What follows belongs to an exercise in optimizing a design on an open flow for small area, a short achievable clock period and few clock cycles; a production flow would make more cautious choices.
For this run, only the layout was checked, not whether the RTL still works.
Power and IR drop assume default switching activity.

## flow/run.sh

```bash
#!/bin/bash
# synth_recipe.tcl (not shown) runs the flow's synth.tcl, then flattens the netlist and writes it again
# the make line also repeats each setting of config.mk as NAME=value (left out here)
make -C /OpenROAD-flow-scripts/flow DESIGN_CONFIG=/design/flow/config.mk WORK_HOME=/design/flow/orfs CLKGATE_MAP_FILE= SYNTH_SCRIPT=/design/flow/synth_recipe.tcl finish
```

## flow/config.mk

```make
export PLATFORM = sky130hd
export DESIGN_NAME = cpu
export DESIGN_NICKNAME = cpu
export VERILOG_FILES = /design/flow/design.v
export SDC_FILE = /design/flow/constraint.sdc
export NUM_CORES = 4
export LEC_CHECK = 0
export CAP_MARGIN = 20
export CORE_MARGIN = 2
export CORE_UTILIZATION = 40
export PLACE_DENSITY = 0.6
export SLEW_MARGIN = 20
```

## flow/constraint.sdc

```tcl
create_clock -name core_clock -period 7.0 [get_ports {clock}]
set_input_delay 1.4000 -clock core_clock [delete_from_list [all_inputs] [get_ports {clock}]]
set_output_delay 1.4000 -clock core_clock [all_outputs]
set_load 0.01 [all_outputs]
```

## flow/design.v

```verilog
package cpu_pkg;
	typedef logic [31:0] word_t;
	typedef logic [4:0] reg_addr_t;
	typedef enum logic [6:0] {
		opc_op     = 7'b0110011,
		opc_op_imm = 7'b0010011,
		opc_load   = 7'b0000011,
		opc_store  = 7'b0100011,
		opc_branch = 7'b1100011,
		opc_jal    = 7'b1101111
	} opcode_e;
	typedef enum logic [2:0] {
		fn_add,
		fn_slt,
		fn_xor,
		fn_or,
		fn_and
	} alu_fn_e;
endpackage
`timescale 1ns/1ps
module cpu #(
	parameter cpu_pkg::word_t reset_pc = 32'h0000_0000
) (
	input logic clock,
	input logic reset,
	output cpu_pkg::word_t instr_addr,
	input cpu_pkg::word_t instr_data,
	output cpu_pkg::word_t data_addr,
	output cpu_pkg::word_t data_wdata,
	output logic data_wen,
	output logic data_ren,
	input cpu_pkg::word_t data_rdata
);
	cpu_pkg::word_t pc;
	logic x_valid;
	logic x_ld;
	logic x_st;
	logic x_br;
	logic x_wr;       
	logic x_pred;     
	logic x_sub;
	cpu_pkg::alu_fn_e x_fn;
	cpu_pkg::reg_addr_t x_rd;
	cpu_pkg::word_t x_a;   
	cpu_pkg::word_t x_b;   
	cpu_pkg::word_t x_c;   
	cpu_pkg::word_t rf [1:31];
	cpu_pkg::word_t b_eff;
	cpu_pkg::word_t sum;
	logic lt;
	cpu_pkg::word_t alu;
	cpu_pkg::word_t result;
	logic eq;
	logic mispredict;
	assign b_eff = x_b ^ {32{x_sub}};
	assign sum = x_a + b_eff + {31'b0, x_sub};
	assign lt = (x_a[31] != x_b[31]) ? x_a[31] : sum[31];
	always_comb begin
		case (x_fn)
			cpu_pkg::fn_slt: alu = {31'b0, lt};
			cpu_pkg::fn_xor: alu = x_a ^ x_b;
			cpu_pkg::fn_or: alu = x_a | x_b;
			cpu_pkg::fn_and: alu = x_a & x_b;
			default: alu = sum;
		endcase
	end
	assign result = x_ld ? data_rdata : alu;
	assign eq = x_a == x_b;
	assign mispredict = x_valid && x_br && (eq != x_pred);
	assign data_addr = sum;
	assign data_wdata = x_c;
	assign data_ren = x_valid && x_ld;
	assign data_wen = x_valid && x_st;
	always_ff @(posedge clock) begin
		if (x_valid && x_wr) begin
			rf[x_rd] <= result;
		end
	end
	cpu_pkg::word_t ins;
	logic [6:0] opc;
	cpu_pkg::reg_addr_t rs1;
	cpu_pkg::reg_addr_t rs2;
	cpu_pkg::reg_addr_t rd;
	logic is_op;
	logic is_opi;
	logic is_ld;
	logic is_st;
	logic is_br;
	logic is_jal;
	logic pred;
	cpu_pkg::word_t imm_i;
	cpu_pkg::word_t imm_s;
	cpu_pkg::word_t imm_b;
	cpu_pkg::word_t imm_j;
	cpu_pkg::word_t pc4;
	cpu_pkg::word_t target;
	cpu_pkg::word_t rf_a;
	cpu_pkg::word_t rf_b;
	logic fwd_a;
	logic fwd_b;
	cpu_pkg::word_t rs1_val;
	cpu_pkg::word_t rs2_val;
	cpu_pkg::word_t pc_next;
	logic wr;
	logic sub;
	cpu_pkg::alu_fn_e fn;
	assign ins = instr_data;
	assign instr_addr = pc;
	assign opc = ins[6:0];
	assign rs1 = ins[19:15];
	assign rs2 = ins[24:20];
	assign rd = ins[11:7];
	assign is_op = opc == cpu_pkg::opc_op;
	assign is_opi = opc == cpu_pkg::opc_op_imm;
	assign is_ld = opc == cpu_pkg::opc_load;
	assign is_st = opc == cpu_pkg::opc_store;
	assign is_br = opc == cpu_pkg::opc_branch;
	assign is_jal = opc == cpu_pkg::opc_jal;
	assign imm_i = {{20{ins[31]}}, ins[31:20]};
	assign imm_s = {{20{ins[31]}}, ins[31:25], ins[11:7]};
	assign imm_b = {{19{ins[31]}}, ins[31], ins[7], ins[30:25], ins[11:8], 1'b0};
	assign imm_j = {{11{ins[31]}}, ins[31], ins[19:12], ins[20], ins[30:21], 1'b0};
	assign pred = ins[31] || rs1 == rs2;
	assign pc4 = pc + 32'd4;
	assign target = pc + (is_jal ? imm_j : imm_b);
	always_comb begin
		if (mispredict) begin
			pc_next = x_c;
		end else if (is_jal || (is_br && pred)) begin
			pc_next = target;
		end else begin
			pc_next = pc4;
		end
	end
	assign rf_a = (rs1 == '0) ? '0 : rf[rs1];
	assign rf_b = (rs2 == '0) ? '0 : rf[rs2];
	assign fwd_a = x_valid && x_wr && x_rd == rs1;
	assign fwd_b = x_valid && x_wr && x_rd == rs2;
	assign rs1_val = fwd_a ? result : rf_a;
	assign rs2_val = fwd_b ? result : rf_b;
	assign wr = (is_op || is_opi || is_ld || is_jal) && rd != '0;
	assign sub = is_op && ((ins[14:12] == 3'b000 && ins[30]) || ins[14:12] == 3'b010);
	always_comb begin
		fn = cpu_pkg::fn_add;
		if (is_op) begin
			case (ins[14:12])
				3'b010: fn = cpu_pkg::fn_slt;
				3'b100: fn = cpu_pkg::fn_xor;
				3'b110: fn = cpu_pkg::fn_or;
				3'b111: fn = cpu_pkg::fn_and;
				default: fn = cpu_pkg::fn_add;
			endcase
		end
	end
	always_ff @(posedge clock or negedge reset) begin
		if (!reset) begin
			pc <= reset_pc;
			x_valid <= 1'b0;
		end else begin
			pc <= pc_next;
			x_valid <= !mispredict;
		end
	end
	always_ff @(posedge clock) begin
		x_ld <= is_ld;
		x_st <= is_st;
		x_br <= is_br;
		x_wr <= wr;
		x_pred <= pred;
		x_sub <= sub;
		x_fn <= fn;
		x_rd <= rd;
		x_a <= is_jal ? '0 : rs1_val;
		x_b <= (is_op || is_br) ? rs2_val : (is_jal ? pc4 : (is_st ? imm_s : imm_i));
		x_c <= is_st ? rs2_val : (pred ? pc4 : target);
	end
endmodule
```

==> out/metrics.yaml <==
drt:
  wl_met3_mm: 19.4
  drc_errors: 0
  top_layer: "met5"
  wire_per_inst_um: 33.0
  drtPass1Iterations: 6
  wl_met2_mm: 94.9
  routedLengthMet1_mm: 78.5
  ant_nets: 0
  vias: 39499
  finalWirelength_mm: 203
  drt-initial-drc-count: 4822
  viasPerCell: 6.40
power_and_ir_drop:
  p_sw_w: 0.00588
  p_comb_share_pct: 23.5
  cellLeakagePower_nw: 22.6
  p_clk_share_pct: 32.8
  switching_share_pct: 30.2
  ir_worst_vdd_mv: 0.209
  seqPwrFrac_pct: 43.7
  power_per_cell_area_nw_per_um2: 290
  internal-power_w: 0.0136
clocking:
  post_cts_buffers: 0
  cts_tree: "yes"
  cts_buffers: 115
  cts_max_level: 3
  cts_resized: 0
  clk_latency_ps: 760
  cts-root-buf: "clkbuf_16"
  path_clk_slew_ps: 70
  cts_sinks: 1135
  cts.path.max_buffers: 3
  cts_hold_buf: 0
critical_path:
  cp.arrival_ps: 4770
  required_ps: 5600
  cp-start-kind: "register"
  path_max_fanout: 21
  cp-end-kind: "output pin"
  critical_path_class: "reg -> out"
timing:
  tightest_slew_ps: 1120
  skew_ps: 38.8
  hold_viol: 0
  period_needed_ps: 6170
  max_freq_mhz: 162
  rsz0062_at_grt: "false"
  setup_tns_ps: 0
  setup_violations: 0
  slew_violations: 0
  relSlewSlack_pct: 25.6
  min_period_over_period_pct: 88.1
logic_synthesis:
  synth_top_area_share_pct: 50.9
  yosysTopAreaCell: "edfxtp_1"
  synth_commonest_cells: "992 x edfxtp_1, 436 x mux4_2, 306 x a21oi_1"
  postSynthCellCount: 4008
  yosys.area_share.simple_pct: 5.27
  async_reset_ff_share_pct: 2.91
  yosys-top-cells-area: "edfxtp_1 51%, mux4_2 17%, dfxtp_1 3.8%, mux2i_1 2.9%, ha_1 2.7%"
  ys_ff_latch: 1135
  synth_cell_type_count: 97
  synth_most_common_cell: "edfxtp_1"
  synth-main-ff-cell: "edfxtp_1"
  muxShareOfSynthArea_pct: 21.4
  synth_edf_count: 992
  synth-compound-area-share_pct: 9.64
  seq_area_frac_synth_pct: 56.1
  synth_area_per_cell_um2: 14.6
  synth_top_family_by_area: "multiplexers"
  synthAdderAreaFrac_pct: 2.74
  syn_nets: 4201
  syn_area_um2: 58500
  synthXorXnorAreaFrac_pct: 2.00
  ys_warn_count: 1
cells_and_area:
  finalNonFillerCells: 6167
  final_util_pct: 46.1
  drive_gt1_share_pct: 23.2
  filler_cell_count: 12610
  seq_area_um2: 32800
  multi_input_area_um2: 24600
  layout.nets: 4344
  syn2layout_area_growth_pct: 14.5
flow_run:
  cap_violations: 0
placement:
  portBuffers: 163
  place_inst: 5951
  place_hpwl_mm: 128
  gp_congestion: 0.969
grt:
  grt_pass1_wl_mm: 287
  overflow: 0
  grt_pass1_vias: 38635
  antenna_found_initial: 4
  grt_max_degree: 86
  grt_use_total_pct: 26.7
run_status:
  status: "no timing/DRC/antenna violations"
floorplanning:
  start_util_pct: 40.2
  chipWidth_um: 386
  ioPinCount: 164
  placementRows: 140
  dieHeight_um: 386
  dieArea_um2: 149000
  core-area_um2: 145000
worst_hold_path:
  hold_class: "reg -> reg"
[registers in the layout (all words and copies together) (netlist names)]
signal / cells
x_c: 32
rf: 992
x_st: 1
x_rd: 5
x_fn: 3
pc: 32
x_valid: 1
x_wr: 1
x_br: 1
x_b: 32
x_pred: 1
x_sub: 1
x_a: 32
x_ld: 1
[cells in the final DEF, fill, tap and decap left out, types with 62 or more instances in the layout]
| master | instances |
|---|---|
| a21oi_1 | 303 |
| a221oi_1 | 84 |
| buf_4 | 151 |
| clkbuf_16 | 117 |
| clkdlybuf4s50_1 | 152 |
| dfxtp_1 | 108 |
| edfxtp_1 | 992 |
| ha_1 | 125 |
| inv_1 | 96 |
| mux2_2 | 88 |
| mux2i_1 | 170 |
| mux4_2 | 436 |
| nand2_1 | 175 |
| nor2_1 | 171 |
| nor3_1 | 81 |
| o21ai_0 | 151 |
| xnor2_1 | 62 |
| xor2_1 | 69 |
[kinds of logic (layout without fill, tap and decap cells)]
kind of cell,after synthesis,count (layout)
flops,1135,1135
compound gates,869,869
mux,695,695
simple gates,656,656
buf+inv,393,633
xor+xnor,133,133
fa+ha+maj,127,127
other cells,0,2
[cell type report]
type / count / share of cell area, %
antenna: 2 / 0.00747
inverter: 98 / 0.549
multi-input combinational: 2480 / 36.7
tap: 1917 / 3.58
timing repair buffer: 321 / 4.40
clock buffer: 135 / 4.51
sequential: 1135 / 49.0
clock inverter: 79 / 1.25
[stage by stage]
step                setup WS [ps]  total power (W)  cell area, um^2  hold slack [ps]
finish                        833           0.0195            67000              454
detailed placement           1110           0.0131            63100              445
global route                  647           0.0201            67000              476
floorplan                    1850           0.0111            58500              464
CTS                           902           0.0195            67000              455
global placement             1190           0.0131            63100              446
[path summary, 6_finish.rpt]
kind / startpoint / endpoint / slack (ps) / cells past startpoint
hold / removal: x_c[22] / pc[22] / 450 / 2
hold reg to reg: x_c[22] / pc[22] / 450 / 2
min in group asynchronous: reset / pc[15] / 800 / 1
max in group asynchronous: reset / pc[7] / 5600 / 1
setup / recovery: x_sub / data_addr[30] / 830 / 11
setup reg to reg: x_sub / rf[26][30] / 2070 / 10
[power by group through the flow]
stage	registers (W)	clock network, W	logic, W
6_report	0.00850	0.00639	0.00457
5_1_grt	0.00852	0.00670	0.00488
4_1_cts	0.00850	0.00645	0.00453
3_5_place_dp	0.00864	0	0.00450
3_3_place_gp	0.00864	0	0.00447
2_1_floorplan	0.00859	0	0.00253
[worst max-delay path, stage by stage (launching register included)]
cell	delay (ps)
dfxtp_2	840
xor2_1	220
fa_1	440
a21oi_1	200
o21ai_1	150
a211oi_2	490
o41ai_2	190
o21bai_1	380
nand2_1	150
a21oi_1	200
xnor2_1	160
clkdlybuf4s50_1	560
[layer usage]
layer  up-vias  GRT usage [%]
li1      16410              -
met1     20445           35.0
met2      2189           42.6
met3       451           5.65
met4         4           12.4
met5         -              0

[separate check: timing with driven ports]
In the flow no input, the clock included, has a driving cell. The finished layout below was timed again as built, in two steps.
Step 1, drivers: a clkbuf_16 drives clock and a buf_2 each remaining input, both assumed.
Step 2, shift: input delay + t, output delay - t, t = (earliest + latest rising clock arrival at the registers) / 2. This alone moves slack from input paths to output paths.
a / b / c = ideal / step 1 / step 2; a / b = the first two.
shift t [ns]: 0.822
setup slack, ns: 0.833 / 0.750 / 1.051
hold WS [ns]: 0.454 / 0.454 / 0.454
After both steps setup and hold are still met in this run. For this run, drivers alone change the setup slack by -0.083 ns; drivers and shift together by +0.218 ns.
